From an optimization exercise on the open Yosys and OpenROAD flow, aimed at small area, a short achievable clock period and few clock cycles per item; shortcuts taken in it are not production practice.
Only simulation tests tie the RTL to the original design; equivalence was not proved.
Power is estimated from default activity; no workload was simulated.

== build 82 ==
==> flow/design.v (excerpt) <==
module priority_round_robin_task_scheduler_core (
    input  logic        clk,
    input  logic        rst_n,
    input  logic        in_valid,
    output logic        in_ready,
    input  logic [2:0]  func,
    input  logic [7:0]  priority_req,
    input  logic [31:0] stack_pointer,
    input  logic [31:0] delay_ticks,
    output logic        out_valid,
    input  logic        out_ready,
    output logic [1:0]  status,
    output logic [3:0]  task_index,
    output logic [31:0] task_sp,
    output logic        switch_request
);
Size in the first run: about 4,300 cells after synthesis, ~1,600 flip-flops.
clock: 10.0 ns
lec_check: 0
cap_margin: 20
core_margin: 2
core_utilization: 60
cts_buf_list: sky130_fd_sc_hd__clkbuf_8 sky130_fd_sc_hd__clkbuf_16
cts_cluster_diameter: 100
cts_cluster_size: 24
slew_margin: 20
standard.sh (not shown) runs the stock make flow with config.mk's settings and CLKGATE_MAP_FILE= SYNTH_SCRIPT=/design/flow/synth_recipe.tcl, a recipe that flattens the netlist after the stock synthesis.
==> flow/flow/run.sh <==
#!/bin/bash
# the standard layout, with timing repair aimed below the clock period:
# repair works on every path with less than SETUP_SLACK_MARGIN ns of slack
set -euo pipefail
bash standard.sh SETUP_SLACK_MARGIN=6.5 finish > run_standard.log 2>&1
Build 82 ended with every stage complete and zero timing, DRC or antenna violations.
Testbench counts of build 82, summed over its fixed seeds: cycles 5,743, items 5,719.
Modified inputs, build 2 compared to build 82
==> flow/flow/run.sh <==
#!/bin/bash
# the standard layout, with timing repair aimed below the clock period:
# repair works on every path with less than SETUP_SLACK_MARGIN ns of slack.
# port buffers start as buf_2 (repair sizes them as needed)
set -euo pipefail
bash standard.sh SETUP_SLACK_MARGIN=6.9 "BUFFER_PORTS_ARGS=-buffer_cell sky130_fd_sc_hd__buf_2" finish > run_standard.log 2>&1
--- a/flow/config.mk
+++ b/flow/config.mk
@@ -9,3 +9,3 @@
 export CORE_MARGIN = 2
-export CORE_UTILIZATION = 60
+export CORE_UTILIZATION = 68
 export CTS_BUF_LIST = sky130_fd_sc_hd__clkbuf_8 sky130_fd_sc_hd__clkbuf_16
Findings:
Build 2 | status: complete | timing, DRC, antenna: pass
Final period demand of the worst path in build 2 is 0.029 ns lower than in build 82
Compared with build 82, in build 2 final wirelength now sits lower, final area stayed essentially flat, arrival time reported for the critical path endpoint decreased 0.04 ns.
Power essentially unchanged between build 82 and build 2.
Changes observed in build 2 relative to build 82: global-route wire length before repair now smaller, final cell count now smaller.
diff inputs: build 2 => build 58
==> flow/flow/run.sh <==
#!/bin/bash
# the standard layout, with timing repair aimed below the clock period:
# repair works on every path with less than SETUP_SLACK_MARGIN ns of slack
set -euo pipefail
bash standard.sh SETUP_SLACK_MARGIN=6.7 finish > run_standard.log 2>&1
--- a/flow/config.mk
+++ b/flow/config.mk
@@ -9,3 +9,3 @@
 export CORE_MARGIN = 2
-export CORE_UTILIZATION = 68
+export CORE_UTILIZATION = 60
 export CTS_BUF_LIST = sky130_fd_sc_hd__clkbuf_8 sky130_fd_sc_hd__clkbuf_16
Per the final summary, build 58 finished and its layout is clean on timing, DRC and antenna. Critical path depth delta for build 58 relative to build 2: 5 lower. Changes observed in build 58 relative to build 2: number of clock buffers in the layout rose by about 2.6%; die area rose by about 13%; aggregate routed wire length rose by 3.0%. Side by side, time the worst path needs with I/O delays and setup turned out higher in build 58 than in build 2. [build 58] worst endpoint data arrival time fell 2.43 ns relative to build 2. Compared with build 2, build 58 shows a initial antenna violation count that is 1 lower. Against build 2, the final cell area of build 58 is higher. The first element of the critical path comes out sk_q in one run and delay_ticks[9] in the other, namely in build 58 and build 2 respectively.

Another version of the RTL of priority_round_robin_task_scheduler_core (not shown whole).
Size in the first run: about 4,700 cells after synthesis, roughly 1,500 flip-flops, roughly 66,000 um2 of cells after synthesis.
clock: 10.0 ns
lec_check: 0
cap_margin: 20
core_margin: 2
core_utilization: 55
cts_buf_list: sky130_fd_sc_hd__clkbuf_4 sky130_fd_sc_hd__clkbuf_8
setup_slack_margin: 5
slew_margin: 20
run.sh (not shown) runs the stock make flow with config.mk's settings and CLKGATE_MAP_FILE= SYNTH_SCRIPT=/design/flow/synth_recipe.tcl, a recipe that flattens the netlist after the stock synthesis.
Stock flow here: none of the scripts above is used.
Testbench counts at the start, summed over its fixed seeds: cycles 5,727, items 5,719.
==> next run, changes <==
--- a/flow/config.mk
+++ b/flow/config.mk
@@ -9,5 +9,3 @@
 export CORE_MARGIN = 2
-export CORE_UTILIZATION = 55
-export CTS_BUF_LIST = sky130_fd_sc_hd__clkbuf_4 sky130_fd_sc_hd__clkbuf_8
-export SETUP_SLACK_MARGIN = 5
+export CORE_UTILIZATION = 40
 export SLEW_MARGIN = 20
Outcome: Setup slack loses 1500 ps; via count shrinks by a few percent; hold slack gets worse by 8.1 ps; die area grows by well over a third; first-iteration DRC count is lower by a few percent; clock power is higher by roughly a tenth; design area grows slightly; total power goes up by a few percent.

The RTL this note starts from:
==> flow/design.v <==
`timescale 1ns / 1ps
package prrts_pkg;
    localparam int MAX_TASKS = 16;
    localparam int IDX_W     = 4;
    localparam int CNT_W     = 5;
    localparam logic [2:0] FN_CREATE = 3'd0;
    localparam logic [2:0] FN_TICK   = 3'd1;
    localparam logic [2:0] FN_DELAY  = 3'd2;
    localparam logic [2:0] FN_SWITCH = 3'd3;
    localparam logic [2:0] FN_START  = 3'd4;
    localparam logic [1:0] RES_OK       = 2'd0;
    localparam logic [1:0] RES_FULL     = 2'd1;
    localparam logic [1:0] RES_NO_TASKS = 2'd2;
    localparam logic [1:0] RES_IGNORED  = 2'd3;
endpackage
`timescale 1ns / 1ps
module prrts_cell (
    input  logic [255:0]      lt,
    input  logic [255:0]      eq,
    input  logic [15:0]       elig,
    input  logic [15:0]       after_cur,   
    output logic [15:0]       win
);
    logic [255:0]      beat;      
    logic              none;
    always_comb
    begin
        beat = '0;
        for (int i = 1; i < 16; i++)
        begin
            for (int j = 0; j < i; j++)
            begin
                logic j_first;
                logic j_beats_i;
                j_first   = after_cur[j] | ~after_cur[i];
                j_beats_i = lt[j*16+i] | (eq[j*16+i] & j_first);
                beat[j*16+i] = elig[j] & j_beats_i;
                beat[i*16+j] = elig[i] & ~j_beats_i;
            end
        end
        none = ~|elig;
        for (int i = 0; i < 16; i++)
        begin
            logic beaten;
            beaten = 1'b0;
            for (int j = 0; j < 16; j++)
                beaten = beaten | beat[j*16+i];
            win[i] = elig[i] & ~beaten;
        end
        win[0] = win[0] | none;
    end
endmodule
`timescale 1ns / 1ps
`timescale 1ns / 1ps
module priority_round_robin_task_scheduler_core (
    input  logic        clk,
    input  logic        rst_n,
    input  logic        in_valid,
    output logic        in_ready,
    input  logic [2:0]  func,
    input  logic [7:0]  priority_req,
    input  logic [31:0] stack_pointer,
    input  logic [31:0] delay_ticks,
    output logic        out_valid,
    input  logic        out_ready,
    output logic [1:0]  status,
    output logic [3:0]  task_index,
    output logic [31:0] task_sp,
    output logic        switch_request
);
    logic              rv_q;
    logic [2:0]        rfn_q;
    logic [7:0]        rprio_q;
    logic [31:0]       rsp_q;
    logic [31:0]       rdm1_q;       
    logic [4:0]        count_q;
    logic [3:0]        cur_q;
    logic [15:1]       upto_q;       
    logic              cur_valid_q;
    logic              running_q;
    logic [15:0]       run_q;
    logic [31:0]       tnext_q;      
    logic [15:0]       idle_q;       
    logic [15:0][31:0] sp_q;
    logic [15:0][7:0]  prio_q;
    logic [15:1][31:0] wake_q;
    logic [255:0]      lt_q;         
    logic [255:0]      eq_q;
    logic              lv_q;
    logic [1:0]        l_st_q;
    logic [3:0]        l_ix_q;
    logic              l_rq_q;
    logic              l_sp_q;
    logic              ov_q;
    logic [1:0]        st_q;
    logic [3:0]        ix_q;
    logic [31:0]       tsp_q;
    logic              rq_q;
    logic              sk_q;
    logic [1:0]        sk_st_q;
    logic [3:0]        sk_ix_q;
    logic              sk_rq_q;
    logic [31:0]       sk_tsp_q;
    logic        take;
    logic        exec;
    logic        out_free;
    logic        fn_create, fn_tick, fn_delay, fn_switch, fn_start;
    logic        full, empty, dly_ok;
    logic [31:0] wake_new;
    assign in_ready  = !(rv_q && sk_q);
    assign take      = in_valid && in_ready;
    assign exec      = rv_q && !sk_q;
    assign out_free  = !ov_q || out_ready;
    assign fn_create = (rfn_q == prrts_pkg::FN_CREATE);
    assign fn_tick   = (rfn_q == prrts_pkg::FN_TICK);
    assign fn_delay  = (rfn_q == prrts_pkg::FN_DELAY);
    assign fn_switch = (rfn_q == prrts_pkg::FN_SWITCH);
    assign fn_start  = (rfn_q == prrts_pkg::FN_START);
    assign full      = count_q[4];
    assign empty     = (count_q == '0);
    assign dly_ok    = cur_valid_q && (rdm1_q != '1);
    function automatic logic [31:0] add32(input logic [31:0] x, input logic [31:0] y);
        logic [31:0] g, p, gg, pp, ng, np;
        g  = x & y;
        p  = x ^ y;
        gg = g;
        pp = p;
        for (int d = 1; d < 32; d = d * 2)
        begin
            for (int b = 0; b < 32; b++)
            begin
                if (b >= d)
                begin
                    ng[b] = gg[b] | (pp[b] & gg[b-d]);
                    np[b] = pp[b] & pp[b-d];
                end
                else
                begin
                    ng[b] = gg[b];
                    np[b] = pp[b];
                end
            end
            gg = ng;
            pp = np;
        end
        add32 = p ^ {gg[30:0], 1'b0};
    endfunction
    assign wake_new = add32(tnext_q, rdm1_q);
    always_ff @(posedge clk or negedge rst_n)
    begin
        if (!rst_n)
            rv_q <= 1'b0;
        else if (in_ready)
            rv_q <= in_valid;
    end
    always_ff @(posedge clk)
    begin
        if (in_ready)
        begin
            rfn_q   <= func;
            rprio_q <= priority_req;
            rsp_q   <= stack_pointer;
            rdm1_q  <= delay_ticks - 32'd1;
        end
    end
    logic [15:0] elig;
    logic [15:0] win;
    logic [15:0] cur_oh;
    logic [3:0]  win_idx;
    logic [31:0] cur_sp;
    logic [31:0] l_tsp;
    always_comb
    begin
        for (int i = 0; i < 16; i++)
        begin
            elig[i]   = run_q[i] && !idle_q[i];
            cur_oh[i] = (cur_q == 4'(i));
        end
    end
    prrts_cell u_choice (
        .lt        (lt_q),
        .eq        (eq_q),
        .elig      (elig),
        .after_cur ({~upto_q, 1'b0}),
        .win       (win)
    );
    always_comb
    begin
        win_idx = '0;
        for (int i = 0; i < 16; i++)
            if (win[i])
                win_idx = win_idx | 4'(i);
        cur_sp  = '0;
        for (int i = 0; i < 16; i++)
            cur_sp = cur_sp | ({32{cur_oh[i]}} & sp_q[i]);
        l_tsp   = l_sp_q ? cur_sp : '0;
    end
    always_ff @(posedge clk)
    begin
        for (int i = 0; i < 16; i++)
        begin
            if (exec && ((fn_create && (count_q == 5'(i))) ||
                         (fn_switch && cur_valid_q && cur_oh[i])))
                sp_q[i] <= rsp_q;
            if (exec && fn_create && (count_q == 5'(i)))
            begin
                prio_q[i] <= rprio_q;
                idle_q[i] <= (rprio_q == 8'hFF);
                for (int j = 0; j < i; j++)
                begin
                    lt_q[j*16+i] <= (prio_q[j] < rprio_q);
                    eq_q[j*16+i] <= (prio_q[j] == rprio_q);
                end
            end
        end
        for (int i = 1; i < 16; i++)
        begin
            if (exec && fn_delay && dly_ok && cur_oh[i])
                wake_q[i] <= wake_new;
        end
    end
    logic [15:0] run_next;
    always_comb
    begin
        run_next = run_q;
        if (fn_create && !full)
            run_next = run_q | (16'd1 << count_q[3:0]);
        else if (fn_tick)
        begin
            for (int i = 1; i < 16; i++)
                if ((5'(i) < count_q) && (wake_q[i] == tnext_q))
                    run_next[i] = 1'b1;
        end
        else if (fn_delay && dly_ok)
            run_next = run_q & ~cur_oh;
        else if (fn_switch && !empty)
            run_next = run_q | win;
    end
    always_ff @(posedge clk or negedge rst_n)
    begin
        if (!rst_n)
        begin
            count_q     <= '0;
            cur_q       <= '0;
            upto_q      <= '0;
            cur_valid_q <= 1'b0;
            running_q   <= 1'b0;
            run_q       <= '0;
            tnext_q     <= 32'd1;
        end
        else if (exec)
        begin
            run_q <= run_next;
            if (fn_create && !full)
                count_q <= count_q + 5'd1;
            if (fn_tick)
                tnext_q <= tnext_q + 32'd1;
            if (fn_switch && !empty)
            begin
                cur_q       <= win_idx;
                cur_valid_q <= 1'b1;
                for (int k = 1; k < 16; k++)
                    upto_q[k] <= ~|(win & ((16'd1 << k) - 16'd1));
            end
            if (fn_start && !empty)
            begin
                running_q   <= 1'b1;
                cur_valid_q <= 1'b0;
            end
        end
    end
    logic [1:0] r_st;
    logic [3:0] r_ix;
    logic       r_rq;
    logic       r_sp;    
    always_comb
    begin
        r_st = prrts_pkg::RES_OK;
        r_ix = '0;
        r_rq = 1'b0;
        r_sp = 1'b0;
        if (fn_create)
        begin
            if (full)
                r_st = prrts_pkg::RES_FULL;
            else
                r_ix = count_q[3:0];
        end
        else if (fn_tick)
        begin
        end
        else if (fn_delay)
        begin
            if (dly_ok)
                r_rq = running_q;
            else
                r_st = prrts_pkg::RES_IGNORED;
        end
        else if (fn_switch)
        begin
            if (empty)
                r_st = prrts_pkg::RES_NO_TASKS;
            else
            begin
                r_ix = win_idx;
                r_sp = 1'b1;
            end
        end
        else if (fn_start)
        begin
            if (empty)
                r_st = prrts_pkg::RES_NO_TASKS;
            else
                r_rq = 1'b1;
        end
        else
            r_st = prrts_pkg::RES_IGNORED;
    end
    always_ff @(posedge clk or negedge rst_n)
    begin
        if (!rst_n)
        begin
            lv_q <= 1'b0;
            ov_q <= 1'b0;
            sk_q <= 1'b0;
        end
        else
        begin
            if (!sk_q)
                lv_q <= exec;
            if (out_free)
                ov_q <= sk_q || lv_q;
            sk_q <= !out_free && (sk_q || lv_q);
        end
    end
    always_ff @(posedge clk)
    begin
        if (exec)
        begin
            l_st_q <= r_st;
            l_ix_q <= r_ix;
            l_rq_q <= r_rq;
            l_sp_q <= r_sp;
        end
        if (out_free && sk_q)
        begin
            st_q  <= sk_st_q;
            ix_q  <= sk_ix_q;
            rq_q  <= sk_rq_q;
            tsp_q <= sk_tsp_q;
        end
        else if (out_free && lv_q)
        begin
            st_q  <= l_st_q;
            ix_q  <= l_ix_q;
            rq_q  <= l_rq_q;
            tsp_q <= l_tsp;
        end
        if (!sk_q && lv_q)
        begin
            sk_st_q  <= l_st_q;
            sk_ix_q  <= l_ix_q;
            sk_rq_q  <= l_rq_q;
            sk_tsp_q <= l_tsp;
        end
    end
    assign out_valid      = ov_q;
    assign status         = st_q;
    assign task_index     = ix_q;
    assign task_sp        = tsp_q;
    assign switch_request = rq_q;
endmodule
==> flow/config.mk <==
export PLATFORM = sky130hd
export DESIGN_NAME = priority_round_robin_task_scheduler_core
export DESIGN_NICKNAME = priority_round_robin_task_scheduler_core
export VERILOG_FILES = /design/flow/design.v
export SDC_FILE = /design/flow/constraint.sdc
export NUM_CORES = 4
export LEC_CHECK = 0
export CAP_MARGIN = 20
export CORE_MARGIN = 2
export CORE_UTILIZATION = 60
export CTS_BUF_LIST = sky130_fd_sc_hd__clkbuf_8 sky130_fd_sc_hd__clkbuf_16
export CTS_CLUSTER_DIAMETER = 100
export CTS_CLUSTER_SIZE = 24
export SLEW_MARGIN = 20
export TNS_END_PERCENT = 30
==> flow/constraint.sdc <==
create_clock -name core_clock -period 10.0 [get_ports {clk}]
set_input_delay 2.0000 -clock core_clock [delete_from_list [all_inputs] [get_ports {clk}]]
set_output_delay 2.0000 -clock core_clock [all_outputs]
set_load 0.01 [all_outputs]
standard.sh (not shown) runs the stock make flow with config.mk's settings and CLKGATE_MAP_FILE= SYNTH_SCRIPT=/design/flow/synth_recipe.tcl, a recipe that flattens the netlist after the stock synthesis.
==> flow/flow/run.sh <==
#!/bin/bash
# the standard layout, with timing repair aimed below the clock period:
# repair works on every path with less than SETUP_SLACK_MARGIN ns of slack
set -euo pipefail
bash standard.sh SETUP_SLACK_MARGIN=6.5 finish > run_standard.log 2>&1
The baseline produced a clean layout.
Testbench counts at the start, summed over its fixed seeds: cycles 5,743, items 5,719.
Edit:
==> flow/flow/run.sh (replaced) <==
#!/bin/bash
# the standard layout, with timing repair aimed below the clock period:
# repair works on every path with less than SETUP_SLACK_MARGIN ns of slack.
# port buffers start as buf_2 (repair sizes them as needed)
set -euo pipefail
bash standard.sh SETUP_SLACK_MARGIN=6.5 "BUFFER_PORTS_ARGS=-buffer_cell sky130_fd_sc_hd__buf_2" finish > run_standard.log 2>&1
CORE_UTILIZATION = 68   (was 60)
TNS_END_PERCENT = not set   (was 30)
Effect:
- The changed run finished with timing, DRC and antenna clean
- critical path depth went up by 6
- clock power drops by about 4%
- worst hold slack improved by 0.031 ns
- register-to-register slack gains 0.05 ns
- final area went down by 1.6%
- setup slack gets better by 0.12 ns
- global-route usage climbs by 3.3 points
- power falls by 1.3%
- sequential share of layout area grows by 1.1 points

## port drivers added, routing unchanged
Ports are ideal in the flow. The routed layouts listed here were re-timed in OpenROAD. Step 1 (the two cells are an assumption about what drives the block):
set clk [get_ports {clk}]
set_driving_cell -lib_cell sky130_fd_sc_hd__clkbuf_16 $clk
set_driving_cell -lib_cell sky130_fd_sc_hd__buf_2 [delete_from_list [all_inputs] $clk]
Step 2 times the ports against the registers' clock, not the clock port: input delays grow and output delays shrink by t, the midpoint of the rising clock arrivals with the driver on. Three values: no drivers, after step 1, after step 2; two values: the first two.
| run | shift t [ns] | setup WS [ns] | latest minus earliest clock arrival (ns) | worst register clock-pin slew, ns |
|---|---|---|---|---|
| build 82 | 0.769 | 6.493 / 6.421 / 5.810 | 0.028 / 0.028 | 0.11 / 0.11 |
| build 2 | 0.760 | 6.523 / 6.489 / 5.808 | 0.032 / 0.033 | 0.11 / 0.11 |
| build 58 | 0.768 | 6.509 / 6.427 / 5.852 | 0.031 / 0.031 | 0.10 / 0.10 |
| the first run of note 2 | 1.022 | 4.973 / 4.973 / 3.954 | 0.048 / 0.047 | 0.08 / 0.08 |
| the second run of note 2 | 0.887 | 3.521 / 3.521 / 3.521 | 0.081 / 0.081 | 0.07 / 0.07 |
| the first run of note 3 | 0.778 | 6.340 / 6.256 / 5.741 | 0.036 / 0.035 | 0.10 / 0.10 |
| the second run of note 3 | 0.766 | 6.460 / 6.406 / 5.746 | 0.036 / 0.036 | 0.11 / 0.11 |
After both steps every run listed still meets setup and hold. For the first run of note 2, which loses most, drivers alone change the setup slack by 0.000 ns; drivers and shift together by -1.019 ns.
